From an optimization exercise on the open Yosys and OpenROAD flow, aimed at small area, a short achievable clock period and few clock cycles per item; shortcuts taken in it are not production practice. RTL that was checked went through simulation tests only; none was proved equivalent to the original. Only the layout flow was run in runs 3 and 4; the RTL was not checked for function there. No activity file was given, so power comes from the tool's default toggle rates.

==> design/flow/design.v <==
`timescale 1ns / 1ps
package kpa_pkg;
    localparam int NUM_CLUSTERS_DEF  = 6;
    localparam int NUM_CENTROID_REGS = 6;
    localparam int PIXEL_W     = 8;
    localparam int CENTROID_W  = 16;
    localparam int CLUSTER_W   = 3;
    localparam int SUM_W       = 28;
    localparam int COUNT_W     = 21;
    localparam int CFG_INDEX_W = 3;
    localparam logic [SUM_W-1:0]   SUM_MAX   = {SUM_W{1'b1}};
    localparam logic [COUNT_W-1:0] COUNT_MAX = {COUNT_W{1'b1}};
    localparam int QUEUE_DEPTH = 3;
    localparam logic KIND_LABEL   = 1'b0;
    localparam logic KIND_SUMMARY = 1'b1;
    function automatic logic [CENTROID_W-1:0] centroid_reset_value(input int k);
        case (k)
            0:       centroid_reset_value = 16'd0;
            1:       centroid_reset_value = 16'd16640;
            2:       centroid_reset_value = 16'd25600;
            3:       centroid_reset_value = 16'd32000;
            4:       centroid_reset_value = 16'd48640;
            default: centroid_reset_value = 16'hFF00;
        endcase
    endfunction
endpackage
`timescale 1ns / 1ps
module kpa_classify
(
    input  logic [kpa_pkg::PIXEL_W-1:0]    pixel,
    input  logic [6*kpa_pkg::CENTROID_W-1:0] centroids,
    output logic [kpa_pkg::CLUSTER_W-1:0]  label
);
    logic [15:0] scaled;
    logic [15:0] dst [6];
    logic [15:0] c;
    always_comb
    begin
        scaled = {pixel, 8'h00};
        for (int k = 0; k < 6; k++)
        begin
            c = centroids[16*k +: 16];
            dst[k] = (scaled >= c) ? (scaled - c) : (c - scaled);
        end
    end
    logic        w01, w23, w45;
    logic [15:0] d01, d23, d45;
    logic [2:0]  i01, i23, i45;
    logic [15:0] d03;
    logic [2:0]  i03;
    always_comb
    begin
        w01 = dst[1] < dst[0];
        w23 = dst[3] < dst[2];
        w45 = dst[5] < dst[4];
        d01 = w01 ? dst[1] : dst[0];
        d23 = w23 ? dst[3] : dst[2];
        d45 = w45 ? dst[5] : dst[4];
        i01 = w01 ? 3'd1 : 3'd0;
        i23 = w23 ? 3'd3 : 3'd2;
        i45 = w45 ? 3'd5 : 3'd4;
        if (d23 < d01)
        begin
            d03 = d23;
            i03 = i23;
        end
        else
        begin
            d03 = d01;
            i03 = i01;
        end
        label = (d45 < d03) ? i45 : i03;
    end
endmodule
`timescale 1ns / 1ps
module kpa_fifo
#(
    parameter int DEPTH = kpa_pkg::QUEUE_DEPTH,
    parameter int W     = 13
) (
    input  logic         clk,
    input  logic         rst_n,
    input  logic         push,
    input  logic [W-1:0] push_item,
    input  logic         pop,
    output logic [W-1:0] head,
    output logic [$clog2(DEPTH+1)-1:0] count
);
    localparam int PW = (DEPTH > 1) ? $clog2(DEPTH) : 1;
    logic [W-1:0]  mem [DEPTH];
    logic [PW-1:0] wr_ptr_reg;
    logic [PW-1:0] rd_ptr_reg;
    logic [$clog2(DEPTH+1)-1:0] count_reg;
    assign head  = mem[rd_ptr_reg];
    assign count = count_reg;
    always_ff @(posedge clk)
    begin
        if (push)
        begin
            mem[wr_ptr_reg] <= push_item;
        end
    end
    always_ff @(posedge clk or negedge rst_n)
    begin
        if (!rst_n)
        begin
            wr_ptr_reg <= '0;
            rd_ptr_reg <= '0;
            count_reg  <= '0;
        end
        else
        begin
            if (push)
            begin
                wr_ptr_reg <= (wr_ptr_reg == PW'(DEPTH - 1)) ? '0 : wr_ptr_reg + 1'b1;
            end
            if (pop)
            begin
                rd_ptr_reg <= (rd_ptr_reg == PW'(DEPTH - 1)) ? '0 : rd_ptr_reg + 1'b1;
            end
            count_reg <= count_reg + (push ? 1'b1 : 1'b0) - (pop ? 1'b1 : 1'b0);
        end
    end
endmodule
`timescale 1ns / 1ps
module kpa_accum
(
    input  logic                          clk,
    input  logic                          rst_n,
    input  logic                          q_valid,
    input  logic [kpa_pkg::CLUSTER_W-1:0] q_cluster,
    input  logic [kpa_pkg::PIXEL_W-1:0]   q_pixel,
    input  logic                          q_first,
    input  logic                          q_last,
    output logic                          q_pop,
    output logic                          results_valid,
    input  logic                          results_ready,
    output logic                          results_item_kind,
    output logic [kpa_pkg::CLUSTER_W-1:0] results_cluster,
    output logic [kpa_pkg::SUM_W-1:0]     results_pixel_sum,
    output logic [kpa_pkg::COUNT_W-1:0]   results_pixel_count,
    output logic                          results_end_of_run
);
    localparam int SW = kpa_pkg::SUM_W;
    localparam int CW = kpa_pkg::COUNT_W;
    logic                          ov_reg;
    logic                          okind_reg;
    logic [kpa_pkg::CLUSTER_W-1:0] ocl_reg;
    logic                          oend_reg;
    logic [kpa_pkg::PIXEL_W-1:0]   opix_reg;
    logic                          ofirst_reg;
    logic                          acc_pend_reg;
    logic          out_free;
    logic          more_sum;
    logic          load_sum;
    logic          load_label;
    logic [SW-1:0] sums_reg   [6];
    logic [CW-1:0] counts_reg [6];
    logic [5:0]    zero_reg;
    logic [SW-1:0] sel_sum;
    logic [CW-1:0] sel_count;
    logic          sel_zero;
    logic [SW-1:0] base_sum;
    logic [CW-1:0] base_count;
    logic [SW:0]   sum_wide;
    logic [SW-1:0] new_sum;
    logic [CW-1:0] new_count;
    assign out_free   = !ov_reg || results_ready;
    assign more_sum   = ov_reg && (okind_reg ? (ocl_reg != 3'd5) : !oend_reg);
    assign load_sum   = out_free && more_sum;
    assign load_label = out_free && !more_sum && q_valid;
    assign q_pop      = load_label;
    always_ff @(posedge clk or negedge rst_n)
    begin
        if (!rst_n)
        begin
            ov_reg       <= 1'b0;
            acc_pend_reg <= 1'b0;
        end
        else
        begin
            if (out_free)
            begin
                ov_reg <= more_sum || q_valid;
            end
            acc_pend_reg <= load_label;
        end
    end
    always_ff @(posedge clk)
    begin
        if (load_sum)
        begin
            okind_reg <= kpa_pkg::KIND_SUMMARY;
            ocl_reg   <= okind_reg ? ocl_reg + 3'd1 : 3'd0;
            oend_reg  <= okind_reg && (ocl_reg == 3'd4);
        end
        else if (load_label)
        begin
            okind_reg  <= kpa_pkg::KIND_LABEL;
            ocl_reg    <= q_cluster;
            oend_reg   <= !q_last;
            opix_reg   <= q_pixel;
            ofirst_reg <= q_first;
        end
    end
    always_comb
    begin
        sel_sum   = sums_reg[0];
        sel_count = counts_reg[0];
        sel_zero  = zero_reg[0];
        for (int k = 1; k < 6; k++)
        begin
            if (ocl_reg == 3'(k))
            begin
                sel_sum   = sums_reg[k];
                sel_count = counts_reg[k];
                sel_zero  = zero_reg[k];
            end
        end
    end
    always_comb
    begin
        base_sum   = (sel_zero || ofirst_reg) ? '0 : sel_sum;
        base_count = (sel_zero || ofirst_reg) ? '0 : sel_count;
        sum_wide   = {1'b0, base_sum} + (SW+1)'(opix_reg);
        new_sum    = sum_wide[SW] ? kpa_pkg::SUM_MAX : sum_wide[SW-1:0];
        new_count  = (base_count == kpa_pkg::COUNT_MAX) ? kpa_pkg::COUNT_MAX : base_count + 1'b1;
    end
    always_ff @(posedge clk or negedge rst_n)
    begin
        if (!rst_n)
        begin
            zero_reg <= '1;
        end
        else if (acc_pend_reg)
        begin
            for (int k = 0; k < 6; k++)
            begin
                if (ocl_reg == 3'(k))
                begin
                    zero_reg[k] <= 1'b0;
                end
                else if (ofirst_reg)
                begin
                    zero_reg[k] <= 1'b1;
                end
            end
        end
    end
    always_ff @(posedge clk)
    begin
        if (acc_pend_reg)
        begin
            for (int k = 0; k < 6; k++)
            begin
                if (ocl_reg == 3'(k))
                begin
                    sums_reg[k]   <= new_sum;
                    counts_reg[k] <= new_count;
                end
            end
        end
    end
    assign results_valid       = ov_reg;
    assign results_item_kind   = okind_reg;
    assign results_cluster     = ocl_reg;
    assign results_end_of_run  = oend_reg;
    assign results_pixel_sum   = (okind_reg && !sel_zero) ? sel_sum : '0;
    assign results_pixel_count = (okind_reg && !sel_zero) ? sel_count : '0;
endmodule
`timescale 1ns / 1ps
module kmeans_pixel_assign_accumulate
#(
    parameter int NUM_CLUSTERS = kpa_pkg::NUM_CLUSTERS_DEF
) (
    input  logic                            clk,
    input  logic                            rst_n,
    input  logic                            pixels_valid,
    output logic                            pixels_ready,
    input  logic [kpa_pkg::PIXEL_W-1:0]     pixels_pixel,
    input  logic                            pixels_first_pixel,
    input  logic                            pixels_last_pixel,
    output logic                            results_valid,
    input  logic                            results_ready,
    output logic                            results_item_kind,
    output logic [kpa_pkg::CLUSTER_W-1:0]   results_cluster,
    output logic [kpa_pkg::SUM_W-1:0]       results_pixel_sum,
    output logic [kpa_pkg::COUNT_W-1:0]     results_pixel_count,
    output logic                            results_end_of_run,
    input  logic                            cfg_write,
    input  logic [kpa_pkg::CFG_INDEX_W-1:0] cfg_index,
    input  logic [kpa_pkg::CENTROID_W-1:0]  cfg_data
);
    localparam int D  = kpa_pkg::QUEUE_DEPTH;
    localparam int CN = $clog2(D + 1);
    logic                              cfg_we_reg;
    logic [kpa_pkg::CFG_INDEX_W-1:0]   cfg_idx_reg;
    logic [kpa_pkg::CENTROID_W-1:0]    cfg_dat_reg;
    logic [6*kpa_pkg::CENTROID_W-1:0]  centroid_reg;
    always_ff @(posedge clk or negedge rst_n)
    begin
        if (!rst_n)
        begin
            cfg_we_reg <= 1'b0;
        end
        else
        begin
            cfg_we_reg <= cfg_write && (cfg_index < 3'd6);
        end
    end
    always_ff @(posedge clk)
    begin
        cfg_idx_reg <= cfg_index;
        cfg_dat_reg <= cfg_data;
    end
    always_ff @(posedge clk or negedge rst_n)
    begin
        if (!rst_n)
        begin
            for (int k = 0; k < 6; k++)
            begin
                centroid_reg[16*k +: 16] <= kpa_pkg::centroid_reset_value(k);
            end
        end
        else
        begin
            for (int k = 0; k < 6; k++)
            begin
                if (cfg_we_reg && cfg_idx_reg == 3'(k))
                begin
                    centroid_reg[16*k +: 16] <= cfg_dat_reg;
                end
            end
        end
    end
    logic                        in_valid_reg;
    logic [kpa_pkg::PIXEL_W-1:0] in_pixel_reg;
    logic                        in_first_reg;
    logic                        in_last_reg;
    logic                        ready_reg;
    logic                        accept;
    assign pixels_ready = ready_reg;
    assign accept       = pixels_valid && ready_reg;
    always_ff @(posedge clk)
    begin
        in_pixel_reg <= pixels_pixel;
        in_first_reg <= pixels_first_pixel;
        in_last_reg  <= pixels_last_pixel;
    end
    logic [kpa_pkg::CLUSTER_W-1:0] label;
    kpa_classify u_classify (
        .pixel     (in_pixel_reg),
        .centroids (centroid_reg),
        .label     (label)
    );
    logic          q_pop;
    logic [12:0]   q_head;
    logic [CN-1:0] q_count;
    logic [CN-1:0] q_count_next;
    kpa_fifo #(.DEPTH(D), .W(13)) u_fifo (
        .clk       (clk),
        .rst_n     (rst_n),
        .push      (in_valid_reg),
        .push_item ({label, in_pixel_reg, in_first_reg, in_last_reg}),
        .pop       (q_pop),
        .head      (q_head),
        .count     (q_count)
    );
    assign q_count_next = q_count + (in_valid_reg ? 1'b1 : 1'b0) - (q_pop ? 1'b1 : 1'b0);
    always_ff @(posedge clk or negedge rst_n)
    begin
        if (!rst_n)
        begin
            in_valid_reg <= 1'b0;
            ready_reg    <= 1'b0;
        end
        else
        begin
            in_valid_reg <= accept;
            ready_reg    <= ({1'b0, q_count_next} + (accept ? 1'b1 : 1'b0)) < (CN+1)'(D);
        end
    end
    kpa_accum u_accum (
        .clk                 (clk),
        .rst_n               (rst_n),
        .q_valid             (q_count != '0),
        .q_cluster           (q_head[12:10]),
        .q_pixel             (q_head[9:2]),
        .q_first             (q_head[1]),
        .q_last              (q_head[0]),
        .q_pop               (q_pop),
        .results_valid       (results_valid),
        .results_ready       (results_ready),
        .results_item_kind   (results_item_kind),
        .results_cluster     (results_cluster),
        .results_pixel_sum   (results_pixel_sum),
        .results_pixel_count (results_pixel_count),
        .results_end_of_run  (results_end_of_run)
    );
endmodule
==> design/flow/run.sh <==
#!/bin/bash
# synth_recipe.tcl (not shown) runs the flow's synth.tcl, then flattens the netlist and writes it again
# the make line also repeats each setting of config.mk as NAME=value (left out here)
make -C /OpenROAD-flow-scripts/flow DESIGN_CONFIG=/design/flow/config.mk WORK_HOME=/design/flow/orfs CLKGATE_MAP_FILE= SYNTH_SCRIPT=/design/flow/synth_recipe.tcl finish
==> design/flow/config.mk <==
export PLATFORM = sky130hd
export DESIGN_NAME = kmeans_pixel_assign_accumulate
export DESIGN_NICKNAME = kmeans_pixel_assign_accumulate
export VERILOG_FILES = /design/flow/design.v
export SDC_FILE = /design/flow/constraint.sdc
export NUM_CORES = 4
export LEC_CHECK = 0
export CAP_MARGIN = 20
export CORE_MARGIN = 2
export CORE_UTILIZATION = 40
export PLACE_DENSITY = 0.6
export SLEW_MARGIN = 20
==> design/flow/constraint.sdc <==
create_clock -name core_clock -period 11.0 [get_ports {clk}]
set_input_delay 2.2000 -clock core_clock [delete_from_list [all_inputs] [get_ports {clk}]]
set_output_delay 2.2000 -clock core_clock [all_outputs]
set_load 0.01 [all_outputs]
==> results of run 1 <==
layout by cell type, fill, tap and decap left out, types with 19 or more instances in the layout:
cell type,netlist,layout
edfxtp_1,346,346
nor2_1,264,263
nand2_1,252,251
a21oi_1,195,195
ha_1,184,182
o21ai_0,140,139
inv_1,136,136
clkdlybuf4s50_1,0,88
dfrtp_1,82,82
mux2_2,77,77
xnor2_1,75,75
clkbuf_16,0,55
a21o_1,46,46
buf_4,1,42
xor2_1,41,41
mux2i_1,40,40
a211oi_1,38,38
nor2b_1,34,34
nand3_1,33,33
dfstp_2,31,31
dfxtp_1,30,30
nor3_1,31,29
o22ai_1,24,24
or2_2,22,22
a311oi_1,22,22
o21a_1,21,21
o211ai_1,21,21
a31oi_1,19,19
cells by family (layout without fill, tap and decap cells):
family / count (synthesis) / in the layout / share of synthesized area (%)
XOR/XNOR: 116 / 116 / 3.668
adder cells (fa/ha/maj): 194 / 194 / 8.927
buffers and inverters: 261 / 371 / 3.813
flip-flops: 489 / 489 / 50.03
AO/OA/AOI/OAI: 668 / 668 / 15.62
multiplexers: 117 / 117 / 4.576
AND/OR/NAND/NOR: 786 / 786 / 13.36
routing by layer:
layer	vias to the layer above	share of wire, %	routed length (um)
met5	-	0	0
met3	163	5.4	4377
met2	679	49	39910
li1	9730	-	-
met4	0	3.7	2966
met1	10150	42	33730
worst reg2reg max path, delay by kind of cell (launching register included):
kind,cells,cell delay [ps]
mux,2,850
flops,1,780
buf+inv,2,350
fa+ha+maj,4,1320
compound gates,19,5270
simple gates,6,1070
xor+xnor,1,310
area by class of cell:
cell class,count,share of cell area (%)
Inverter,137,1.636
Multi-Input combinational cell,1881,41.01
Clock buffer,66,4.575
Sequential cell,489,44.09
Timing Repair Buffer,131,3.842
Tap cell,931,3.707
Clock inverter,37,1.139
path summary, 6_finish.rpt:
| path | cells past startpoint | end | startpoint |
|---|---|---|---|
| worst min-delay path | 0 | u_fifo.mem[1][1] | in_first_reg |
| worst max-delay path | 34 | u_fifo.mem[1][10] | in_pixel_reg[1] |
| max in group asynchronous | 2 | u_fifo.rd_ptr_reg[0] | rst_n |
| min in group asynchronous | 1 | centroid_reg[64] | rst_n |
| worst min register to register | 0 | u_fifo.mem[1][1] | in_first_reg |
| worst max register to register | 34 | u_fifo.mem[1][10] | in_pixel_reg[1] |
power groups by stage:
stage               clock network (mW)  logic [mW]  registers [mW]
floorplan                            0        4.35            2.78
global placement                     0        6.04            2.86
detailed placement                   0        6.16            2.87
CTS                               1.87        6.20            2.84
global route                      1.94        6.90            2.87
finish                            1.83        6.22            2.84
==> results.yml, run 1 <==
synthesis:
  ys.flop_type: "edfxtp_1"
  yosys_register_bits: 489
  synth_common_cells: "346 x edfxtp_1, 264 x nor2_1, 252 x nand2_1"
  synth_top_area_cell: "edfxtp_1"
  syn-num-nets: 2856
  synth_top_area_share_pct: 37.52
  syn_area_per_cell_um2: 10.53
  synth.distinct_cells: 93
  yosysMostFrequentCell: "edfxtp_1"
  synth_area_leaders: "edfxtp_1 38%, ha_1 8.3%, dfrtp_1 7.4%, nor2_1 3.6%, a21oi_1 3.5%"
  syn_inst: 2631
  ys_seq_area_share_pct: 50.03
  async_flop_share_pct: 23.11
  yosys_warnings: 7
  synth-edff-count: 346
  synthesis.area_mm2: 0.02770
finish:
  nFillCells: 6325
  layout.cells.non_filler: 3672
  largest_register_ffs: 168
  area_delta_synth_final_pct: 13.47
  regArea_mm2: 0.01386
  final_cell_area_mm2: 0.03143
  final_nets: 2920
  drive_above_1_share_pct: 11.67
  antenna_cells: 0
  fin_util_pct: 45.82
  multi_input_area_mm2: 0.01289
timing:
  fin_crit_sh_pct: 92.87
  finalSetupViolations: 0
  skew_ps: 31.97
  setup_ws_ps: 783.8
  hold_viol: 0
  worstMarginPinSlew_ps: 966.9
  holdWs_ps: 446.9
  slew_viol_final: 0
  rsz0062_at_grt: "false"
  period_needed_ps: 10220
  finalSetupTns_ps: 0
  slew_headroom_pct: 35.20
  fmax_mhz: 97.88
hold_path:
  min_path_type: "flop to flop"
grt:
  gr-max-usage-layer: "met2"
  antenna_found_initial: 2
  grt_use_met1_pct: 28.13
  overflow: 0
  grt_use_met3_pct: 2.749
  grt_pass1_wl_um: 123300
  grt_pass1_vias: 20760
  grt_usage_pct: 22.57
  met2_usage_pct: 39.94
  grt_max_degree: 72
route:
  first_iter_violations: 1561
  via_count: 20720
  wl_per_cell_um: 22.06
  viasPerCell: 5.642
  drt_wl_total_um: 80990
  drc: 0
  first_pass_iters: 6
  ant_nets: 0
floorplan:
  core_area_mm2: 0.06859
  pin_count: 90
  die_h_um: 267.1
  rows: 96
  die-width_um: 267.1
  start_util_pct: 40.38
  dieArea_mm2: 0.07136
power:
  seq_power_share_pct: 26.1
  powerDensity_mw_per_mm2: 346.4
  pwr-share-comb_pct: 57.1
  peakVddDrop_uv: 194.0
  switching_share_pct: 44.47
  clockPowerShare_pct: 16.8
  p_switching_mw: 4.841
  p_int_mw: 6.045
  power_mw: 10.89
  power_leakage_nw: 12.21
run:
  cap_violations: 0
setup_path:
  crit_family: "compound AO/OA/AOI/OAI gates"
  crit_buf_inv: 2
  critPathMaxFanout: 14
  worstSetupPathType: "flop to flop"
  arrival_ps: 10550
  r2r_slack_ps: 780
  cpMaxStageDelayCell: "dfxtp_1"
  crit_path_end_kind: "flop"
  critPathMaxStageDelay_ps: 780
  cp.required_ps: 11330
  startpoint_type: "flop"
run_status:
  status: "complete, no violations"
cts:
  cts_resized: 0
  clk_latency_ps: 640
  clk_path_buf_depth: 3
  cts_hold_buf: 0
  postCtsSetupBuffers: 0
  cts_made_buffers: 55
  htreeDepth: 2
  cts_tree: "built"
  clk_pin_slew_worst_paths_ps: 60
  clock-sinks: 489
  cts-root-buf: "clkbuf_16"
placement:
  numPortBuffers: 89
  routabilityCongestion: 0.9523
  dp.cells: 3568
  dp_hpwl_um: 55220
  post-place-ws_ps: 988.1
  dpl_cell_area_mm2: 0.02961
Testbench counts, summed over its fixed seeds: cycles 31,896, pixels 30,720.
==> run 2: changes to the inputs <==
--- a/design/flow/design.v
+++ b/design/flow/design.v
@@ -27,49 +27,54 @@
 `timescale 1ns / 1ps
 module kpa_classify
 (
-    input  logic [kpa_pkg::PIXEL_W-1:0]    pixel,
-    input  logic [6*kpa_pkg::CENTROID_W-1:0] centroids,
-    output logic [kpa_pkg::CLUSTER_W-1:0]  label
+    input  logic [kpa_pkg::PIXEL_W-1:0]   pixel,
+    input  logic [6*17-1:0]               centroids,
+    output logic [kpa_pkg::CLUSTER_W-1:0] label
 );
-    logic [15:0] scaled;
     logic [15:0] dst [6];
-    logic [15:0] c;
+    logic [5:0]  win;
     always_comb
     begin
-        scaled = {pixel, 8'h00};
         for (int k = 0; k < 6; k++)
         begin
-            c = centroids[16*k +: 16];
-            dst[k] = (scaled >= c) ? (scaled - c) : (c - scaled);
+            logic [8:0] u;
+            logic [7:0] lo;
+            logic       nz;
+            logic [9:0] a;
+            logic [7:0] b;
+            u  = centroids[17*k + 8 +: 9];
+            lo = centroids[17*k +: 8];
+            nz = (lo != 8'd0);
+            a  = {2'b00, pixel} - {1'b0, u};
+            b  = u[7:0] - pixel - {7'd0, nz};
+            dst[k] = a[9] ? {b, lo} : {a[7:0], 8'd0 - lo};
         end
     end
-    logic        w01, w23, w45;
-    logic [15:0] d01, d23, d45;
-    logic [2:0]  i01, i23, i45;
-    logic [15:0] d03;
-    logic [2:0]  i03;
     always_comb
     begin
-        w01 = dst[1] < dst[0];
-        w23 = dst[3] < dst[2];
-        w45 = dst[5] < dst[4];
-        d01 = w01 ? dst[1] : dst[0];
-        d23 = w23 ? dst[3] : dst[2];
-        d45 = w45 ? dst[5] : dst[4];
-        i01 = w01 ? 3'd1 : 3'd0;
-        i23 = w23 ? 3'd3 : 3'd2;
-        i45 = w45 ? 3'd5 : 3'd4;
-        if (d23 < d01)
+        for (int k = 0; k < 6; k++)
         begin
-            d03 = d23;
-            i03 = i23;
+            win[k] = 1'b1;
+            for (int j = 0; j < 6; j++)
+            begin
+                if (j < k && !(dst[k] < dst[j]))
+                begin
+                    win[k] = 1'b0;
+                end
+                if (j > k && (dst[j] < dst[k]))
+                begin
+                    win[k] = 1'b0;
+                end
+            end
         end
-        else
+        label = 3'd0;
+        for (int k = 5; k >= 1; k--)
         begin
-            d03 = d01;
-            i03 = i01;
+            if (win[k])
+            begin
+                label = 3'(k);
+            end
         end
-        label = (d45 < d03) ? i45 : i03;
     end
 endmodule
 `timescale 1ns / 1ps
@@ -296,7 +301,8 @@
     logic                              cfg_we_reg;
     logic [kpa_pkg::CFG_INDEX_W-1:0]   cfg_idx_reg;
     logic [kpa_pkg::CENTROID_W-1:0]    cfg_dat_reg;
-    logic [6*kpa_pkg::CENTROID_W-1:0]  centroid_reg;
+    logic [6*17-1:0]                   centroid_reg;
+    logic [16:0]                       cfg_form;
     always_ff @(posedge clk or negedge rst_n)
     begin
         if (!rst_n)
@@ -313,13 +319,14 @@
         cfg_idx_reg <= cfg_index;
         cfg_dat_reg <= cfg_data;
     end
+    assign cfg_form = {{1'b0, cfg_dat_reg[15:8]} + {8'd0, cfg_dat_reg[7:0] != 8'd0}, cfg_dat_reg[7:0]};
     always_ff @(posedge clk or negedge rst_n)
     begin
         if (!rst_n)
         begin
             for (int k = 0; k < 6; k++)
             begin
-                centroid_reg[16*k +: 16] <= kpa_pkg::centroid_reset_value(k);
+                centroid_reg[17*k +: 17] <= {1'b0, kpa_pkg::centroid_reset_value(k)};
             end
         end
         else
@@ -328,7 +335,7 @@
             begin
                 if (cfg_we_reg && cfg_idx_reg == 3'(k))
                 begin
-                    centroid_reg[16*k +: 16] <= cfg_dat_reg;
+                    centroid_reg[17*k +: 17] <= cfg_form;
                 end
             end
         end
--- a/design/flow/config.mk
+++ b/design/flow/config.mk
@@ -7,6 +7,7 @@
 export LEC_CHECK = 0
 export CAP_MARGIN = 20
 export CORE_MARGIN = 2
-export CORE_UTILIZATION = 40
-export PLACE_DENSITY = 0.6
+export CORE_UTILIZATION = 50
+export PLACE_DENSITY = 0.65
+export SETUP_SLACK_MARGIN = 5
 export SLEW_MARGIN = 20
==> run 2 against run 1 <==
Effect of this change:
- cell count grew 5.7%
- sequential power is essentially flat
- final area grew 13%
- hold slack gained 7.8 ps
- global-route usage grew 4.4 points
- via count grew 13%
- synthesized cell count grew 12%
- first-iteration DRC count grew 13%
- clock skew grew 24 ps
- largest cell class is now multi-input gates
==> results.yml, run 2 <==
cts:
  clock-sinks: 495
  clk_pin_slew_worst_paths_ps: 60
  clk_path_buf_depth: 3
  htreeDepth: 2
  cts_tree: "built"
  cts-root-buf: "clkbuf_16"
  clk_latency_ps: 640
  cts_made_buffers: 53
timing:
  rsz0062_at_grt: "false"
  fin_crit_sh_pct: 53.62
  period_needed_ps: 5899
  skew_ps: 56.04
  finalSetupTns_ps: 0
  hold_viol: 0
  slew_headroom_pct: 28.17
  finalSetupViolations: 0
  worstMarginPinSlew_ps: 1077
  fmax_mhz: 169.5
  slew_viol_final: 0
finish:
  antenna_cells: 0
  area_delta_synth_final_pct: 14.45
  layout_common_cells: "346 x edfxtp_1, 320 x ha_1, 227 x nor2_1, 225 x nand2_1, 222 x inv_1"
  final_common_cell: "edfxtp_1"
  largest_register_ffs: 168
  drive_above_1_share_pct: 12.10
  final_cell_area_mm2: 0.03552
  final_nets: 3438
power:
  peakVddDrop_uv: 189.8
  powerDensity_mw_per_mm2: 326.6
  power_leakage_nw: 14.47
synthesis:
  synth_area_leaders: "edfxtp_1 33%, ha_1 13%, dfrtp_1 7.1%, a21oi_1 2.9%, nor2_1 2.8%"
  syn-num-nets: 3333
  synth_top_area_share_pct: 33.48
  async_flop_share_pct: 24.04
  syn_area_per_cell_um2: 10.54
  synth_top_area_cell: "edfxtp_1"
  yosysMostFrequentCell: "edfxtp_1"
  synthesis.area_mm2: 0.03104
  synth.distinct_cells: 95
  syn_inst: 2944
  synth_compound_area_share_pct: 15.20
  yosys.area_share.simple_pct: 11.84
  ys_seq_area_share_pct: 45.13
  yosys_warnings: 7
  synth_common_cells: "346 x edfxtp_1, 323 x ha_1, 229 x nor2_1"
  ys.flop_type: "edfxtp_1"
  synth.area.mux_share_pct: 3.523
  yosys_register_bits: 495
  synth_top_family_by_area: "adder cells"
  synth-xor-area-share_pct: 4.148
  synthAdderAreaFrac_pct: 15.79
  synth-edff-count: 346
placement:
  routabilityCongestion: 0.9194
  numPortBuffers: 89
  dp_hpwl_um: 59660
  dpl_cell_area_mm2: 0.03281
setup_path:
  crit_start: "u_accum.ocl_reg[1]"
  startpoint_type: "flop"
  worstSetupPathType: "flop to primary output"
  arrival_ps: 3700
  cp.required_ps: 8800
  crit_path_end_kind: "primary output"
  reg2regPathDepth: 19
  critPathMaxFanout: 28
  rr_startpoint: "in_pixel_reg[0]"
hold_path:
  whs_path_depth: 0
  min_path_type: "flop to flop"
  min-delay-start: "in_last_reg"
floorplan:
  dieArea_mm2: 0.06408
  rows: 91
  die_h_um: 253.1
  pin_count: 90
  start_util_pct: 50.48
  die-width_um: 253.1
  core_area_mm2: 0.06148
route:
  drt_wl_total_um: 87360
  drc: 0
  ant_nets: 0
  wl_per_cell_um: 22.50
  viasPerCell: 6.023
  first_pass_iters: 5
  first_iter_violations: 1762
  via_count: 23380
run_status:
  status: "complete, no violations"
grt:
  grt_pass1_vias: 23840
  grt_max_degree: 68
  grt_pass1_wl_um: 133200
  overflow: 0
  antenna_found_initial: 0
  grt_usage_pct: 26.97
run:
  cap_violations: 0
run 2: changes by cell type after synthesis, sizes merged, moves of 18 or more:
cell and delta:
a22oi +18, clkbuf -20, fa +25, ha +139
inv +91, maj3 +18, mux2 -22, nand2 -32
nand2b +32, nor2 -35, nor2b +30, o21ai +30
o311ai +19, xor2 +24
run 2: worst paths after layout:
check | endpoint | slack [ps]
max | results_pixel_sum[7] | 5100
min | u_fifo.mem[2][0] | 450
max reg2reg | u_fifo.mem[0][11] | 5220
min reg2reg | u_fifo.mem[2][0] | 450
max in group asynchronous | centroid_reg[60] | 7990
min in group asynchronous | centroid_reg[8] | 1660
run 2: critical path, cell delays in order, from the launching register on:
cell	delay, ps
edfxtp_1	430
inv_1	140
ha_4	230
buf_12	210
inv_6	150
a211oi_2	300
o311ai_4	210
a221o_4	560
nor2_1	200
clkdlybuf4s50_1	580
run 2: layout make-up:
cell class	instances	area [um2]
Sequential cell	495	14010
Inverter	228	868.3
Multi-Input combinational cell	2117	16190
Clock buffer	69	1476
Timing Repair Buffer	154	1536
Fill cell	5114	25960
Clock inverter	29	451.7
Tap cell	790	988.4
run 2: metrics by stage:
stage	cells	utilization (%)	setup slack (ps)	total power [mW]	hold slack, ps
global route	3882	57.77	4953	12.42	463.5
detailed placement	3758	53.37	3669	9.227	439.6
CTS	3866	57.17	5004	11.39	460.2
finish	3882	57.77	5101	11.60	454.8
global placement	3758	53.35	3793	8.985	441.9
floorplan	2944	-	5092	7.187	421.0
run 2: kinds of logic after synthesis:
logic type,count (synthesis)
mux,102
fa+ha+maj,376
compound gates,728
flops,495
xor+xnor,147
buf+inv,335
simple gates,761
run 2: per-layer routing:
metal | global-route usage [%] | vias to the layer above | wire length (um)
met4 | 11.63 | 0 | 3582
met2 | 46.77 | 778 | 42430
met5 | 0 | - | 0
met3 | 3.413 | 190 | 5024
met1 | 33.87 | 11480 | 36320
li1 | - | 10940 | -
run 2: power by group:
part	internal (mW)	total (mW)	switching [mW]	leakage [nW]
logic	2.66	6.83	4.17	8.71
registers	2.62	2.84	0.214	4.83
clock network	1.17	1.94	0.770	0.931
run 2: repair_timing:
| item | 4_1_cts | 5_1_grt |
|---|---|---|
| hold buffers | 0 | 0 |
| hold endpoints to repair | 0 | 0 |
| pin swaps | 2 | 3 |
| gates resized for setup | 63 | 61 |
| buffers inserted | 7 | 14 |
| setup endpoints to repair | 346 | 226 |
| cloned | 3 | 2 |
Testbench counts of run 2, summed over its fixed seeds: cycles 31,896, pixels 30,720.
==> run 3: changes to the inputs <==
--- a/design/flow/design.v
+++ b/design/flow/design.v
@@ -33,6 +33,31 @@
 );
     logic [15:0] dst [6];
     logic [5:0]  win;
+    function automatic logic less16(input logic [15:0] a, input logic [15:0] b);
+        logic [15:0] g;
+        logic [15:0] e;
+        logic [7:0]  g2, e2;
+        logic [3:0]  g4, e4;
+        logic [1:0]  g8, e8;
+        g = ~a & b;
+        e = ~(a ^ b);
+        for (int i = 0; i < 8; i++)
+        begin
+            g2[i] = g[2*i+1] | (e[2*i+1] & g[2*i]);
+            e2[i] = e[2*i+1] & e[2*i];
+        end
+        for (int i = 0; i < 4; i++)
+        begin
+            g4[i] = g2[2*i+1] | (e2[2*i+1] & g2[2*i]);
+            e4[i] = e2[2*i+1] & e2[2*i];
+        end
+        for (int i = 0; i < 2; i++)
+        begin
+            g8[i] = g4[2*i+1] | (e4[2*i+1] & g4[2*i]);
+            e8[i] = e4[2*i+1] & e4[2*i];
+        end
+        less16 = g8[1] | (e8[1] & g8[0]);
+    endfunction
     always_comb
     begin
         for (int k = 0; k < 6; k++)
@@ -57,11 +82,11 @@
             win[k] = 1'b1;
             for (int j = 0; j < 6; j++)
             begin
-                if (j < k && !(dst[k] < dst[j]))
+                if (j < k && !less16(dst[k], dst[j]))
                 begin
                     win[k] = 1'b0;
                 end
-                if (j > k && (dst[j] < dst[k]))
+                if (j > k && less16(dst[j], dst[k]))
                 begin
                     win[k] = 1'b0;
                 end
@@ -89,40 +114,51 @@
     input  logic [W-1:0] push_item,
     input  logic         pop,
     output logic [W-1:0] head,
+    output logic [W-1:0] head_next,
     output logic [$clog2(DEPTH+1)-1:0] count
 );
-    localparam int PW = (DEPTH > 1) ? $clog2(DEPTH) : 1;
-    logic [W-1:0]  mem [DEPTH];
-    logic [PW-1:0] wr_ptr_reg;
-    logic [PW-1:0] rd_ptr_reg;
-    logic [$clog2(DEPTH+1)-1:0] count_reg;
-    assign head  = mem[rd_ptr_reg];
-    assign count = count_reg;
+    localparam int CW = $clog2(DEPTH + 1);
+    logic [W-1:0]  mem      [DEPTH];
+    logic [W-1:0]  mem_next [DEPTH];
+    logic [CW-1:0] count_reg;
+    logic [CW-1:0] wr_idx;
+    assign head      = mem[0];
+    assign head_next = mem_next[0];
+    assign count     = count_reg;
+    assign wr_idx    = count_reg - (pop ? 1'b1 : 1'b0);
+    always_comb
+    begin
+        for (int i = 0; i < DEPTH; i++)
+        begin
+            if (push && wr_idx == CW'(i))
+            begin
+                mem_next[i] = push_item;
+            end
+            else if (pop && i + 1 < DEPTH)
+            begin
+                mem_next[i] = mem[(i + 1 < DEPTH) ? i + 1 : i];
+            end
+            else
+            begin
+                mem_next[i] = mem[i];
+            end
+        end
+    end
     always_ff @(posedge clk)
     begin
-        if (push)
+        for (int i = 0; i < DEPTH; i++)
         begin
-            mem[wr_ptr_reg] <= push_item;
+            mem[i] <= mem_next[i];
         end
     end
     always_ff @(posedge clk or negedge rst_n)
     begin
         if (!rst_n)
         begin
-            wr_ptr_reg <= '0;
-            rd_ptr_reg <= '0;
-            count_reg  <= '0;
+            count_reg <= '0;
         end
         else
         begin
-            if (push)
-            begin
-                wr_ptr_reg <= (wr_ptr_reg == PW'(DEPTH - 1)) ? '0 : wr_ptr_reg + 1'b1;
-            end
-            if (pop)
-            begin
-                rd_ptr_reg <= (rd_ptr_reg == PW'(DEPTH - 1)) ? '0 : rd_ptr_reg + 1'b1;
-            end
             count_reg <= count_reg + (push ? 1'b1 : 1'b0) - (pop ? 1'b1 : 1'b0);
         end
     end
@@ -137,6 +173,7 @@
     input  logic [kpa_pkg::PIXEL_W-1:0]   q_pixel,
     input  logic                          q_first,
     input  logic                          q_last,
+    input  logic [kpa_pkg::CLUSTER_W-1:0] q_cluster_next,
     output logic                          q_pop,
     output logic                          results_valid,
     input  logic                          results_ready,
@@ -152,19 +189,21 @@
     logic                          okind_reg;
     logic [kpa_pkg::CLUSTER_W-1:0] ocl_reg;
     logic                          oend_reg;
-    logic [kpa_pkg::PIXEL_W-1:0]   opix_reg;
-    logic                          ofirst_reg;
-    logic                          acc_pend_reg;
+    logic [SW-1:0]                 osum_reg;
+    logic [CW-1:0]                 ocount_reg;
+    logic [kpa_pkg::CLUSTER_W-1:0] sel_reg;
     logic          out_free;
     logic          more_sum;
     logic          load_sum;
     logic          load_label;
+    logic [2:0]    sum_idx;
+    logic          more_sum_next;
     logic [SW-1:0] sums_reg   [6];
     logic [CW-1:0] counts_reg [6];
     logic [5:0]    zero_reg;
-    logic [SW-1:0] sel_sum;
-    logic [CW-1:0] sel_count;
-    logic          sel_zero;
+    logic [SW-1:0] rd_sum;
+    logic [CW-1:0] rd_count;
+    logic          rd_zero;
     logic [SW-1:0] base_sum;
     logic [CW-1:0] base_count;
     logic [SW:0]   sum_wide;
@@ -172,15 +211,31 @@
     logic [CW-1:0] new_count;
     assign out_free   = !ov_reg || results_ready;
     assign more_sum   = ov_reg && (okind_reg ? (ocl_reg != 3'd5) : !oend_reg);
+    assign sum_idx    = okind_reg ? ocl_reg + 3'd1 : 3'd0;
     assign load_sum   = out_free && more_sum;
     assign load_label = out_free && !more_sum && q_valid;
     assign q_pop      = load_label;
+    always_comb
+    begin
+        if (load_sum)
+        begin
+            more_sum_next = (sum_idx != 3'd5);
+        end
+        else if (load_label)
+        begin
+            more_sum_next = q_last;
+        end
+        else
+        begin
+            more_sum_next = more_sum && ov_reg;
+        end
+    end
     always_ff @(posedge clk or negedge rst_n)
     begin
         if (!rst_n)
         begin
-            ov_reg       <= 1'b0;
-            acc_pend_reg <= 1'b0;
+            ov_reg  <= 1'b0;
+            sel_reg <= 3'd0;
         end
         else
         begin
@@ -188,7 +243,14 @@
             begin
                 ov_reg <= more_sum || q_valid;
             end
-            acc_pend_reg <= load_label;
+            if (more_sum_next)
+            begin
+                sel_reg <= load_sum ? sum_idx + 3'd1 : (load_label ? 3'd0 : sel_reg);
+            end
+            else
+            begin
+                sel_reg <= q_cluster_next;
+            end
         end
     end
     always_ff @(posedge clk)
@@ -196,38 +258,41 @@
         if (load_sum)
         begin
             okind_reg <= kpa_pkg::KIND_SUMMARY;
-            ocl_reg   <= okind_reg ? ocl_reg + 3'd1 : 3'd0;
-            oend_reg  <= okind_reg && (ocl_reg == 3'd4);
+            ocl_reg   <= sum_idx;
+            oend_reg  <= (sum_idx == 3'd5);
         end
         else if (load_label)
         begin
-            okind_reg  <= kpa_pkg::KIND_LABEL;
-            ocl_reg    <= q_cluster;
-            oend_reg   <= !q_last;
-            opix_reg   <= q_pixel;
-            ofirst_reg <= q_first;
+            okind_reg <= kpa_pkg::KIND_LABEL;
+            ocl_reg   <= q_cluster;
+            oend_reg  <= !q_last;
+        end
+        if (load_sum || load_label)
+        begin
+            osum_reg   <= (more_sum && !rd_zero) ? rd_sum : '0;
+            ocount_reg <= (more_sum && !rd_zero) ? rd_count : '0;
         end
     end
     always_comb
     begin
-        sel_sum   = sums_reg[0];
-        sel_count = counts_reg[0];
-        sel_zero  = zero_reg[0];
+        rd_sum   = sums_reg[0];
+        rd_count = counts_reg[0];
+        rd_zero  = zero_reg[0];
         for (int k = 1; k < 6; k++)
         begin
-            if (ocl_reg == 3'(k))
+            if (sel_reg == 3'(k))
             begin
-                sel_sum   = sums_reg[k];
-                sel_count = counts_reg[k];
-                sel_zero  = zero_reg[k];
+                rd_sum   = sums_reg[k];
+                rd_count = counts_reg[k];
+                rd_zero  = zero_reg[k];
             end
         end
     end
     always_comb
     begin
-        base_sum   = (sel_zero || ofirst_reg) ? '0 : sel_sum;
-        base_count = (sel_zero || ofirst_reg) ? '0 : sel_count;
-        sum_wide   = {1'b0, base_sum} + (SW+1)'(opix_reg);
+        base_sum   = (rd_zero || q_first) ? '0 : rd_sum;
+        base_count = (rd_zero || q_first) ? '0 : rd_count;
+        sum_wide   = {1'b0, base_sum} + (SW+1)'(q_pixel);
         new_sum    = sum_wide[SW] ? kpa_pkg::SUM_MAX : sum_wide[SW-1:0];
         new_count  = (base_count == kpa_pkg::COUNT_MAX) ? kpa_pkg::COUNT_MAX : base_count + 1'b1;
     end
@@ -237,15 +302,15 @@
         begin
             zero_reg <= '1;
         end
-        else if (acc_pend_reg)
+        else if (load_label)
         begin
             for (int k = 0; k < 6; k++)
             begin
-                if (ocl_reg == 3'(k))
+                if (q_cluster == 3'(k))
                 begin
                     zero_reg[k] <= 1'b0;
                 end
-                else if (ofirst_reg)
+                else if (q_first)
                 begin
                     zero_reg[k] <= 1'b1;
                 end
@@ -254,15 +319,12 @@
     end
     always_ff @(posedge clk)
     begin
-        if (acc_pend_reg)
+        for (int k = 0; k < 6; k++)
         begin
-            for (int k = 0; k < 6; k++)
+            if (load_label && q_cluster == 3'(k))
             begin
-                if (ocl_reg == 3'(k))
-                begin
-                    sums_reg[k]   <= new_sum;
-                    counts_reg[k] <= new_count;
-                end
+                sums_reg[k]   <= new_sum;
+                counts_reg[k] <= new_count;
             end
         end
     end
@@ -270,8 +332,8 @@
     assign results_item_kind   = okind_reg;
     assign results_cluster     = ocl_reg;
     assign results_end_of_run  = oend_reg;
-    assign results_pixel_sum   = (okind_reg && !sel_zero) ? sel_sum : '0;
-    assign results_pixel_count = (okind_reg && !sel_zero) ? sel_count : '0;
+    assign results_pixel_sum   = osum_reg;
+    assign results_pixel_count = ocount_reg;
 endmodule
 `timescale 1ns / 1ps
 module kmeans_pixel_assign_accumulate
@@ -362,6 +424,7 @@
     );
     logic          q_pop;
     logic [12:0]   q_head;
+    logic [12:0]   q_head_next;
     logic [CN-1:0] q_count;
     logic [CN-1:0] q_count_next;
     kpa_fifo #(.DEPTH(D), .W(13)) u_fifo (
@@ -371,6 +434,7 @@
         .push_item ({label, in_pixel_reg, in_first_reg, in_last_reg}),
         .pop       (q_pop),
         .head      (q_head),
+        .head_next (q_head_next),
         .count     (q_count)
     );
     assign q_count_next = q_count + (in_valid_reg ? 1'b1 : 1'b0) - (q_pop ? 1'b1 : 1'b0);
@@ -395,6 +459,7 @@
         .q_pixel             (q_head[9:2]),
         .q_first             (q_head[1]),
         .q_last              (q_head[0]),
+        .q_cluster_next      (q_head_next[12:10]),
         .q_pop               (q_pop),
         .results_valid       (results_valid),
         .results_ready       (results_ready),
==> run 3 against run 2 <==
Effect of this change:
- sequential power up 12%
- non-clock buffer count down 24
- combinational power down 4.5%
- register-to-register slack worse by 80 ps
- final area up 4.7%
- first-iteration DRC count down 0.96%
- cell count up 5.0%
- global-route usage down 1.1 points
- clock power down 6%
- worst setup slack better by 37 ps
- synthesized cell count up 4.5%
- critical path type is now flop to flop
- highest routed layer unchanged
==> results.yml, run 3 <==
synthesis:
  synth-edff-count: 383
  synth_area_leaders: "edfxtp_1 35%, ha_1 12%, dfrtp_1 6.5%, a21oi_1 3.0%, mux2_2 3.0%"
  synth_top_area_cell: "edfxtp_1"
  syn_area_per_cell_um2: 10.83
  syn-num-nets: 3468
  synth_common_cells: "383 x edfxtp_1, 326 x ha_1, 248 x nor2_1"
  synthesis.area_mm2: 0.03333
  ys.flop_type: "edfxtp_1"
  syn_inst: 3076
  async_flop_share_pct: 21.95
  synth_top_area_share_pct: 34.51
  yosysMostFrequentCell: "edfxtp_1"
  synth.distinct_cells: 108
  ys_seq_area_share_pct: 45.39
  yosys_warnings: 9
  yosys_register_bits: 533
floorplan:
  pin_count: 90
  die-width_um: 262.2
  dieArea_mm2: 0.06874
  die_h_um: 262.2
  rows: 94
  start_util_pct: 50.60
  core_area_mm2: 0.06586
setup_path:
  startpoint_type: "flop"
  critPathMaxFanout: 9
  worstSetupPathType: "flop to flop"
  cp.required_ps: 11380
  crit_path_end_kind: "flop"
  arrival_ps: 6240
finish:
  layout_common_cells: "383 x edfxtp_1, 326 x ha_1, 243 x nand2_1, 242 x nor2_1, 223 x inv_1"
  regArea_mm2: 0.01514
  final_nets: 3559
  final_common_cell: "edfxtp_1"
  largest_register_ffs: 168
  antenna_cells: 0
  multi_input_area_mm2: 0.01706
  drive_above_1_share_pct: 11.61
  nFillCells: 5611
  area_delta_synth_final_pct: 11.60
  final_cell_area_mm2: 0.03719
power:
  power_leakage_nw: 15.14
  powerDensity_mw_per_mm2: 310.4
  peakVddDrop_uv: 172.7
grt:
  grt_max_degree: 68
  grt_pass1_vias: 24360
  grt_pass1_wl_um: 137200
  overflow: 0
  grt_usage_pct: 25.90
  antenna_found_initial: 0
cts:
  cts-root-buf: "clkbuf_16"
  cts_hold_buf: 0
  clk_pin_slew_worst_paths_ps: 60
  htreeDepth: 2
  clk_path_buf_depth: 3
  clk_latency_ps: 650
  clock-sinks: 533
  cts_tree: "built"
  cts_made_buffers: 57
timing:
  finalSetupTns_ps: 0
  fmax_mhz: 170.6
  slew_viol_final: 0
  worstMarginPinSlew_ps: 1236
  fin_crit_sh_pct: 53.28
  period_needed_ps: 5861
  hold_viol: 0
  holdWs_ps: 477.7
  rsz0062_at_grt: "true"
  slew_headroom_pct: 15.49
  skew_ps: 39.11
  finalSetupViolations: 0
route:
  drc: 0
  ant_nets: 0
  via_count: 24300
  viasPerCell: 5.962
  first_iter_violations: 1745
  drt_wl_total_um: 89790
  wl_per_cell_um: 22.03
  first_pass_iters: 5
placement:
  routabilityCongestion: 0.9676
  dp_hpwl_um: 62900
  dpl_cell_area_mm2: 0.03500
  numPortBuffers: 89
run_status:
  status: "complete, no violations"
run:
  cap_violations: 0
hold_path:
  min_path_type: "flop to flop"
-- run 3: cell count changes in the layout (fill, tap and decap cells not counted), moves of 22 or more --
cell,previous run,this run
o21ai_0,152,179
mux2_2,55,88
mux2i_1,43,91
edfxtp_1,346,383
o22ai_1,29,7
a211oi_1,40,18
-- run 3: cell type report --
| cell class | count | area share [%] |
|---|---|---|
| sequential | 533 | 40.71 |
| clock inverter | 33 | 0.8007 |
| inverter | 229 | 2.321 |
| timing repair buffer | 130 | 3.391 |
| multi-input combinational | 2216 | 45.87 |
| tap | 864 | 2.907 |
| clock buffer | 71 | 4.003 |
-- run 3: logic make-up after synthesis --
group	Yosys count	synth area share (%)
adder cells (fa/ha/maj)	369	14.51
XOR/XNOR	126	3.311
flip-flops	533	45.39
multiplexers	195	6.777
buffers and inverters	328	4.419
AND/OR/NAND/NOR	839	12.31
AO/OA/AOI/OAI	686	13.28
-- run 3: routing by layer --
metal	track usage, %	part of all wire (%)	vias to the layer above
li1	-	-	11400
met1	32.21	41	11970
met2	45.50	49	732
met3	3.115	4.7	203
met4	11.05	4.6	0
met5	0	0	-
-- run 3: path summary, 6_finish.rpt --
kind                                endpoint              from  depth (start not counted)  slack, ps
setup / recovery           u_fifo.mem[1][11]  centroid_reg[51]                         23       5140
hold / removal              centroid_reg[62]  centroid_reg[62]                          2        480
setup reg to reg           u_fifo.mem[1][11]  centroid_reg[51]                         23       5140
hold reg to reg             centroid_reg[62]  centroid_reg[62]                          2        480
max in group asynchronous   centroid_reg[51]             rst_n                          2       7940
min in group asynchronous   centroid_reg[29]             rst_n                          1       1620
-- run 3: what timing repair did --
| action | in CTS | in global routing |
|---|---|---|
| buffers inserted | 3 | 7 |
| resized for setup | 20 | 47 |
| pin swaps | 0 | 6 |
| endpoints found under the setup margin | 180 | 180 |
| gates cloned | 1 | 1 |
-- run 3: report_power, final --
part / switching (mW) / internal (mW)
clock network: 0.818 / 1.02
logic: 3.99 / 2.53
registers: 0.282 / 2.91
total: 5.09 / 6.45
-- run 3: worst max-delay path: stages (launching register included) --
cell,delay [ps]
dfrtp_2,490
inv_1,80
ha_1,160
nand2_1,80
or3_1,350
or3_4,390
fa_1,420
inv_1,90
ha_1,230
nand2_1,80
a21boi_0,120
o21a_1,210
or2_4,310
ha_1,360
a21oi_1,140
o21ai_0,160
a2111oi_2,510
a21oi_2,150
o32ai_1,270
a31oi_1,140
o22ai_1,250
nor4_2,90
a41o_1,270
mux2_2,270
-- run 3: stage by stage --
| step | instances | setup slack, ps | util (%) | total power, mW |
|---|---|---|---|---|
| finish | 4076 | 5139 | 56.47 | 11.55 |
| global route | 4076 | 4939 | 56.47 | 12.37 |
| CTS | 4068 | 5024 | 56.09 | 11.42 |
| detailed placement | 3960 | 4243 | 53.14 | 9.468 |
| global placement | 3960 | 4514 | 53.14 | 9.255 |
| floorplan | 3076 | 5088 | - | 7.562 |
==> run 4: changes to the inputs <==
--- a/design/flow/design.v
+++ b/design/flow/design.v
@@ -27,78 +27,150 @@
 `timescale 1ns / 1ps
 module kpa_classify
 (
+    input  logic                          clk,
+    input  logic                          rst_n,
+    input  logic                          cfg_we,
+    input  logic [2:0]                    cfg_idx,
+    input  logic [15:0]                   cfg_dat,
     input  logic [kpa_pkg::PIXEL_W-1:0]   pixel,
-    input  logic [6*17-1:0]               centroids,
     output logic [kpa_pkg::CLUSTER_W-1:0] label
 );
-    logic [15:0] dst [6];
-    logic [5:0]  win;
-    function automatic logic less16(input logic [15:0] a, input logic [15:0] b);
-        logic [15:0] g;
-        logic [15:0] e;
-        logic [7:0]  g2, e2;
-        logic [3:0]  g4, e4;
-        logic [1:0]  g8, e8;
-        g = ~a & b;
-        e = ~(a ^ b);
-        for (int i = 0; i < 8; i++)
-        begin
-            g2[i] = g[2*i+1] | (e[2*i+1] & g[2*i]);
-            e2[i] = e[2*i+1] & e[2*i];
-        end
-        for (int i = 0; i < 4; i++)
-        begin
-            g4[i] = g2[2*i+1] | (e2[2*i+1] & g2[2*i]);
-            e4[i] = e2[2*i+1] & e2[2*i];
+    logic [7:0] hi_reg [6];
+    logic [7:0] lo_reg [6];
+    logic [5:0] lt_reg [6];
+    logic [5:0] gt_reg [6];
+    logic [5:0] w_lt;    
+    logic [5:0] w_gt;    
+    always_comb
+    begin
+        for (int j = 0; j < 6; j++)
+        begin
+            w_lt[j] = cfg_dat < {hi_reg[j], lo_reg[j]};
+            w_gt[j] = !w_lt[j] && (cfg_dat != {hi_reg[j], lo_reg[j]});
+        end
+    end
+    always_ff @(posedge clk or negedge rst_n)
+    begin
+        if (!rst_n)
+        begin
+            for (int k = 0; k < 6; k++)
+            begin
+                hi_reg[k] <= kpa_pkg::centroid_reset_value(k) >> 8;
+                lo_reg[k] <= kpa_pkg::centroid_reset_value(k);
+                lt_reg[k] <= '1;
+                gt_reg[k] <= '0;
+            end
         end
-        for (int i = 0; i < 2; i++)
+        else if (cfg_we)
         begin
-            g8[i] = g4[2*i+1] | (e4[2*i+1] & g4[2*i]);
-            e8[i] = e4[2*i+1] & e4[2*i];
+            for (int k = 0; k < 6; k++)
+            begin
+                if (cfg_idx == 3'(k))
+                begin
+                    hi_reg[k] <= cfg_dat[15:8];
+                    lo_reg[k] <= cfg_dat[7:0];
+                end
+                for (int j = 0; j < k; j++)
+                begin
+                    if (cfg_idx == 3'(k))
+                    begin
+                        lt_reg[j][k] <= w_gt[j];
+                        gt_reg[j][k] <= w_lt[j];
+                    end
+                    else if (cfg_idx == 3'(j))
+                    begin
+                        lt_reg[j][k] <= w_lt[k];
+                        gt_reg[j][k] <= w_gt[k];
+                    end
+                end
+            end
         end
-        less16 = g8[1] | (e8[1] & g8[0]);
-    endfunction
+    end
+    logic [5:0] s;
+    logic [5:0] is_l;
+    logic [5:0] is_h;
     always_comb
     begin
         for (int k = 0; k < 6; k++)
         begin
-            logic [8:0] u;
-            logic [7:0] lo;
-            logic       nz;
-            logic [9:0] a;
-            logic [7:0] b;
-            u  = centroids[17*k + 8 +: 9];
-            lo = centroids[17*k +: 8];
-            nz = (lo != 8'd0);
-            a  = {2'b00, pixel} - {1'b0, u};
-            b  = u[7:0] - pixel - {7'd0, nz};
-            dst[k] = a[9] ? {b, lo} : {a[7:0], 8'd0 - lo};
+            s[k] = (pixel > hi_reg[k]) || (pixel == hi_reg[k] && lo_reg[k] == 8'd0);
         end
     end
     always_comb
     begin
         for (int k = 0; k < 6; k++)
         begin
-            win[k] = 1'b1;
+            is_l[k] = s[k];
+            is_h[k] = !s[k];
             for (int j = 0; j < 6; j++)
             begin
-                if (j < k && !less16(dst[k], dst[j]))
+                if (j < k)
                 begin
-                    win[k] = 1'b0;
+                    if (s[j] && !lt_reg[j][k])
+                    begin
+                        is_l[k] = 1'b0;
+                    end
+                    if (!s[j] && !gt_reg[j][k])
+                    begin
+                        is_h[k] = 1'b0;
+                    end
                 end
-                if (j > k && less16(dst[j], dst[k]))
+                else if (j > k)
                 begin
-                    win[k] = 1'b0;
+                    if (s[j] && lt_reg[k][j])
+                    begin
+                        is_l[k] = 1'b0;
+                    end
+                    if (!s[j] && gt_reg[k][j])
+                    begin
+                        is_h[k] = 1'b0;
+                    end
                 end
             end
         end
-        label = 3'd0;
-        for (int k = 5; k >= 1; k--)
+    end
+    logic [15:0] c_l;
+    logic [15:0] c_h;
+    logic [2:0]  i_l;
+    logic [2:0]  i_h;
+    logic [16:0] t;
+    logic        has_l;
+    logic        has_h;
+    always_comb
+    begin
+        c_l = '0;
+        c_h = '0;
+        i_l = '0;
+        i_h = '0;
+        for (int k = 0; k < 6; k++)
         begin
-            if (win[k])
-            begin
-                label = 3'(k);
-            end
+            c_l = c_l | ({16{is_l[k]}} & {hi_reg[k], lo_reg[k]});
+            c_h = c_h | ({16{is_h[k]}} & {hi_reg[k], lo_reg[k]});
+            i_l = i_l | ({3{is_l[k]}} & 3'(k));
+            i_h = i_h | ({3{is_h[k]}} & 3'(k));
+        end
+        t     = {1'b0, c_l} + {1'b0, c_h};
+        has_l = |s;
+        has_h = !(&s);
+        if (!has_l)
+        begin
+            label = i_h;
+        end
+        else if (!has_h)
+        begin
+            label = i_l;
+        end
+        else if (pixel < t[16:9] || (pixel == t[16:9] && t[8:0] != 9'd0))
+        begin
+            label = i_l;
+        end
+        else if (pixel > t[16:9])
+        begin
+            label = i_h;
+        end
+        else
+        begin
+            label = (i_l < i_h) ? i_l : i_h;
         end
     end
 endmodule
@@ -363,8 +435,6 @@
     logic                              cfg_we_reg;
     logic [kpa_pkg::CFG_INDEX_W-1:0]   cfg_idx_reg;
     logic [kpa_pkg::CENTROID_W-1:0]    cfg_dat_reg;
-    logic [6*17-1:0]                   centroid_reg;
-    logic [16:0]                       cfg_form;
     always_ff @(posedge clk or negedge rst_n)
     begin
         if (!rst_n)
@@ -381,27 +451,6 @@
         cfg_idx_reg <= cfg_index;
         cfg_dat_reg <= cfg_data;
     end
-    assign cfg_form = {{1'b0, cfg_dat_reg[15:8]} + {8'd0, cfg_dat_reg[7:0] != 8'd0}, cfg_dat_reg[7:0]};
-    always_ff @(posedge clk or negedge rst_n)
-    begin
-        if (!rst_n)
-        begin
-            for (int k = 0; k < 6; k++)
-            begin
-                centroid_reg[17*k +: 17] <= {1'b0, kpa_pkg::centroid_reset_value(k)};
-            end
-        end
-        else
-        begin
-            for (int k = 0; k < 6; k++)
-            begin
-                if (cfg_we_reg && cfg_idx_reg == 3'(k))
-                begin
-                    centroid_reg[17*k +: 17] <= cfg_form;
-                end
-            end
-        end
-    end
     logic                        in_valid_reg;
     logic [kpa_pkg::PIXEL_W-1:0] in_pixel_reg;
     logic                        in_first_reg;
@@ -418,8 +467,12 @@
     end
     logic [kpa_pkg::CLUSTER_W-1:0] label;
     kpa_classify u_classify (
+        .clk       (clk),
+        .rst_n     (rst_n),
+        .cfg_we    (cfg_we_reg),
+        .cfg_idx   (cfg_idx_reg),
+        .cfg_dat   (cfg_dat_reg),
         .pixel     (in_pixel_reg),
-        .centroids (centroid_reg),
         .label     (label)
     );
     logic          q_pop;
==> design/flow/flow/run.sh (new file) <==
#!/bin/bash
set -euo pipefail
bash standard.sh SETUP_SLACK_MARGIN=7.5 finish > orfs_make.log 2>&1
==> design/flow/standard.sh (new file) <==
#!/bin/bash
# synth_recipe.tcl (not shown) runs the flow's synth.tcl, then flattens the netlist and writes it again
# the make line also repeats each setting of config.mk as NAME=value (left out here)
make -C /OpenROAD-flow-scripts/flow DESIGN_CONFIG=/design/flow/config.mk WORK_HOME=/design/flow/orfs CLKGATE_MAP_FILE= SYNTH_SCRIPT=/design/flow/synth_recipe.tcl "${@:-finish}"
--- a/design/flow/config.mk
+++ b/design/flow/config.mk
@@ -9,5 +9,4 @@
 export CORE_MARGIN = 2
 export CORE_UTILIZATION = 50
 export PLACE_DENSITY = 0.65
-export SETUP_SLACK_MARGIN = 5
 export SLEW_MARGIN = 20
removed: design/flow/run.sh
==> run 4 against run 3 <==
Effect of this change:
- synthesized area shrank 13%
- clock skew decreased by 21 ps
- clock power grew 7%
- clock-buffer cell count increased by 12
- via count shrank 6.7%
- wire length is 6.0% higher
- non-clock buffer count up 158
- sequential cell count grew 24
- combinational power fell by 19%
==> results.yml, run 4 <==
cts:
  cts-root-buf: "clkbuf_16"
  clk_path_buf_depth: 3
  htreeDepth: 2
  cts_tree: "built"
  cts_made_buffers: 60
  cts_hold_buf: 0
  clock-sinks: 557
  clk_latency_ps: 630
  clk_pin_slew_worst_paths_ps: 60
grt:
  overflow: 0
  grt_usage_pct: 31.48
  grt_max_degree: 74
  antenna_found_initial: 0
  grt_pass1_vias: 22870
  grt_pass1_wl_um: 141500
setup_path:
  arrival_ps: 7420
  path_common_cell: "a21o_1"
  cpMaxStageDelayCell: "dfstp_2"
  cp.required_ps: 11390
  critPathMaxFanout: 18
  worstSetupPathType: "flop to flop"
  crit_path_end_kind: "flop"
  critPathMaxStageDelay_ps: 570
  startpoint_type: "flop"
route:
  wl_per_cell_um: 26.02
  first_pass_iters: 6
  ant_nets: 0
  via_count: 22670
  drt_wl_total_um: 95140
  viasPerCell: 6.198
  drc: 0
  first_iter_violations: 2215
finish:
  antenna_cells: 0
  drive_above_1_share_pct: 23.37
  layout_common_cells: "383 x edfxtp_1, 224 x nand2_1, 166 x nor2_1, 165 x ha_1, 158 x o21ai_0"
  largest_register_ffs: 168
  final_nets: 3068
  final_common_cell: "edfxtp_1"
  area_delta_synth_final_pct: 25.64
synthesis:
  syn-num-nets: 2833
  synth-edff-count: 383
  yosys_warnings: 12
  synthesis.area_mm2: 0.02892
  yosysMostFrequentCell: "edfxtp_1"
  synth_common_cells: "383 x edfxtp_1, 259 x nand2_1, 191 x o21ai_0"
  yosys_register_bits: 557
  synth_area_leaders: "edfxtp_1 40%, dfrtp_1 8.2%, ha_1 8.1%, dfstp_2 4.2%, nand2_1 3.4%"
  synth_top_area_share_pct: 39.77
  synth.distinct_cells: 92
  ys_seq_area_share_pct: 54.45
  ys.flop_type: "edfxtp_1"
  synth_top_area_cell: "edfxtp_1"
  async_flop_share_pct: 25.31
  syn_inst: 2610
  syn_area_per_cell_um2: 11.08
timing:
  fmax_mhz: 142.1
  holdWs_ps: 472.9
  worstMarginPinSlew_ps: 1130
  slew_viol_final: 0
  fin_crit_sh_pct: 63.97
  period_needed_ps: 7036
  rsz0062_at_grt: "true"
  slew_headroom_pct: 23.89
  hold_viol: 0
  finalSetupViolations: 0
  finalSetupTns_ps: 0
  skew_ps: 18.48
power:
  powerDensity_mw_per_mm2: 291.9
  power_mw: 10.61
  power_leakage_nw: 13.86
  peakVddDrop_uv: 243.4
floorplan:
  pin_count: 90
  start_util_pct: 50.32
  die_h_um: 244.5
  dieArea_mm2: 0.05978
  die-width_um: 244.5
  core_area_mm2: 0.05748
  rows: 88
run:
  cap_violations: 0
run_status:
  status: "complete, no violations"
placement:
  dp_hpwl_um: 57490
  routabilityCongestion: 0.9515
  numPortBuffers: 89
hold_path:
  min_path_type: "flop to flop"
-- run 4: cell count changes after synthesis, moves of 34 or more --
cell | previous run | this run
ha_1 | 326 | 187
a22oi_1 | 8 | 129
inv_1 | 226 | 121
nor2_1 | 248 | 180
mux2_2 | 88 | 29
a21oi_1 | 199 | 143
xnor2_1 | 73 | 29
nor2b_1 | 79 | 40
xor2_1 | 53 | 19
-- run 4: worst paths after layout --
check | cells past startpoint | endpoint | slack, ps | start
max | 34 | u_fifo.mem[1][11] | 3960 | u_classify.hi_reg[4][4]
min | 0 | u_fifo.mem[2][0] | 470 | in_last_reg
max reg2reg | 34 | u_fifo.mem[1][11] | 3960 | u_classify.hi_reg[4][4]
min reg2reg | 0 | u_fifo.mem[2][0] | 470 | in_last_reg
max in group asynchronous | 2 | u_classify.gt_reg[1][4] | 7940 | rst_n
min in group asynchronous | 1 | u_classify.hi_reg[3][7] | 1610 | rst_n
-- run 4: worst max-delay path, delay by kind of cell, from the launching register on --
kind                       cells  cell delay [ps]
buffers and inverters          4              620
adders and majority gates      4             1190
xor gates and xnor gates       1              140
muxes                          1              270
and+or+nand+nor               10             1410
AOI/OAI and AO/OA             14             2580
DFF                            1              570
-- run 4: cell families after synthesis --
family | share of synthesized area [%]
adders and majority gates | 8.229
xor gates and xnor gates | 1.454
and+or+nand+nor | 12.54
buffers and inverters | 3.522
muxes | 3.742
AOI/OAI and AO/OA | 16.06
DFF | 54.45
-- run 4: final cells by class --
| cell class | instances | area, um2 |
|---|---|---|
| Multi-Input combinational cell | 1816 | 14270 |
| Inverter | 122 | 478.0 |
| Fill cell | 4451 | 21140 |
| Clock buffer | 83 | 1692 |
| Clock inverter | 26 | 190.2 |
| Sequential cell | 557 | 15770 |
| Tap cell | 765 | 957.2 |
| Timing Repair Buffer | 288 | 2982 |
-- run 4: per-layer routing --
layer	routed length [um]	part of all wire, %	global-route usage (%)
met1	37640	40	38.94
met2	46780	49	54.37
met3	5700	6.0	4.642
met4	5024	5.3	14.65
met5	0	0	0
-- run 4: per-stage QoR --
step	setup WS (ps)	utilization, %	cells	cell area [um2]
after floorplan	4423	-	2610	30060
after global placement	3143	54.77	3385	31480
after detailed placement	2958	54.78	3385	31490
after CTS	4112	62.15	3633	35720
after global routing	3652	63.22	3657	36330
final	3964	63.22	3657	36330
-- run 4: timing repair --
| action | 4_1_cts | 5_1_grt |
|---|---|---|
| endpoints found under the setup margin | 727 | 523 |
| gates cloned | 15 | 2 |
| gates resized for setup | 340 | 106 |
| pin swaps | 50 | 36 |
| setup buffers | 124 | 22 |
-- run 4: power by group --
group	total, mW	switching (mW)	internal, mW	leakage (nW)
logic	5.28	3.14	2.14	7.44
clock network	1.95	0.851	1.10	0.921
registers	3.38	0.313	3.06	5.50

separate check: timing with driven ports:
No port has a modelled driver above. Below, the same layouts with a new extraction and two added sets of constraints. Step 1 sets driving cells, clkbuf_16 on the clock port and buf_2 on the other inputs (assumed; they add their load-dependent delay and slew). Step 2 times the ports against the registers' clock, not the clock port: input delays grow and output delays shrink by t, the midpoint of the rising clock arrivals with the driver on. Slacks: ideal ports / drivers / drivers and shift; pairs: ideal ports / drivers.
| run | t, ns | setup slack, ns | hold WS [ns] | latest minus earliest clock arrival (ns) | worst data-port slew with drivers (ns) |
|---|---|---|---|---|---|
| run 1 | 0.681 | 0.784 / 0.784 / 0.784 | 0.447 / 0.447 / 0.447 | 0.033 / 0.034 | 0.04 |
| run 2 | 0.672 | 5.101 / 5.043 / 5.224 | 0.455 / 0.455 / 0.455 | 0.059 / 0.059 | 0.04 |
| run 3 | 0.690 | 5.139 / 5.139 / 4.698 | 0.478 / 0.478 / 0.478 | 0.039 / 0.039 | 0.04 |
| run 4 | 0.683 | 3.964 / 3.964 / 3.964 | 0.473 / 0.473 / 0.473 | 0.021 / 0.020 | 0.05 |
After both steps setup and hold are still met in every run listed. The setup slack of run 3, which loses most, moves by 0.000 ns with the drivers and by -0.441 ns with both steps.
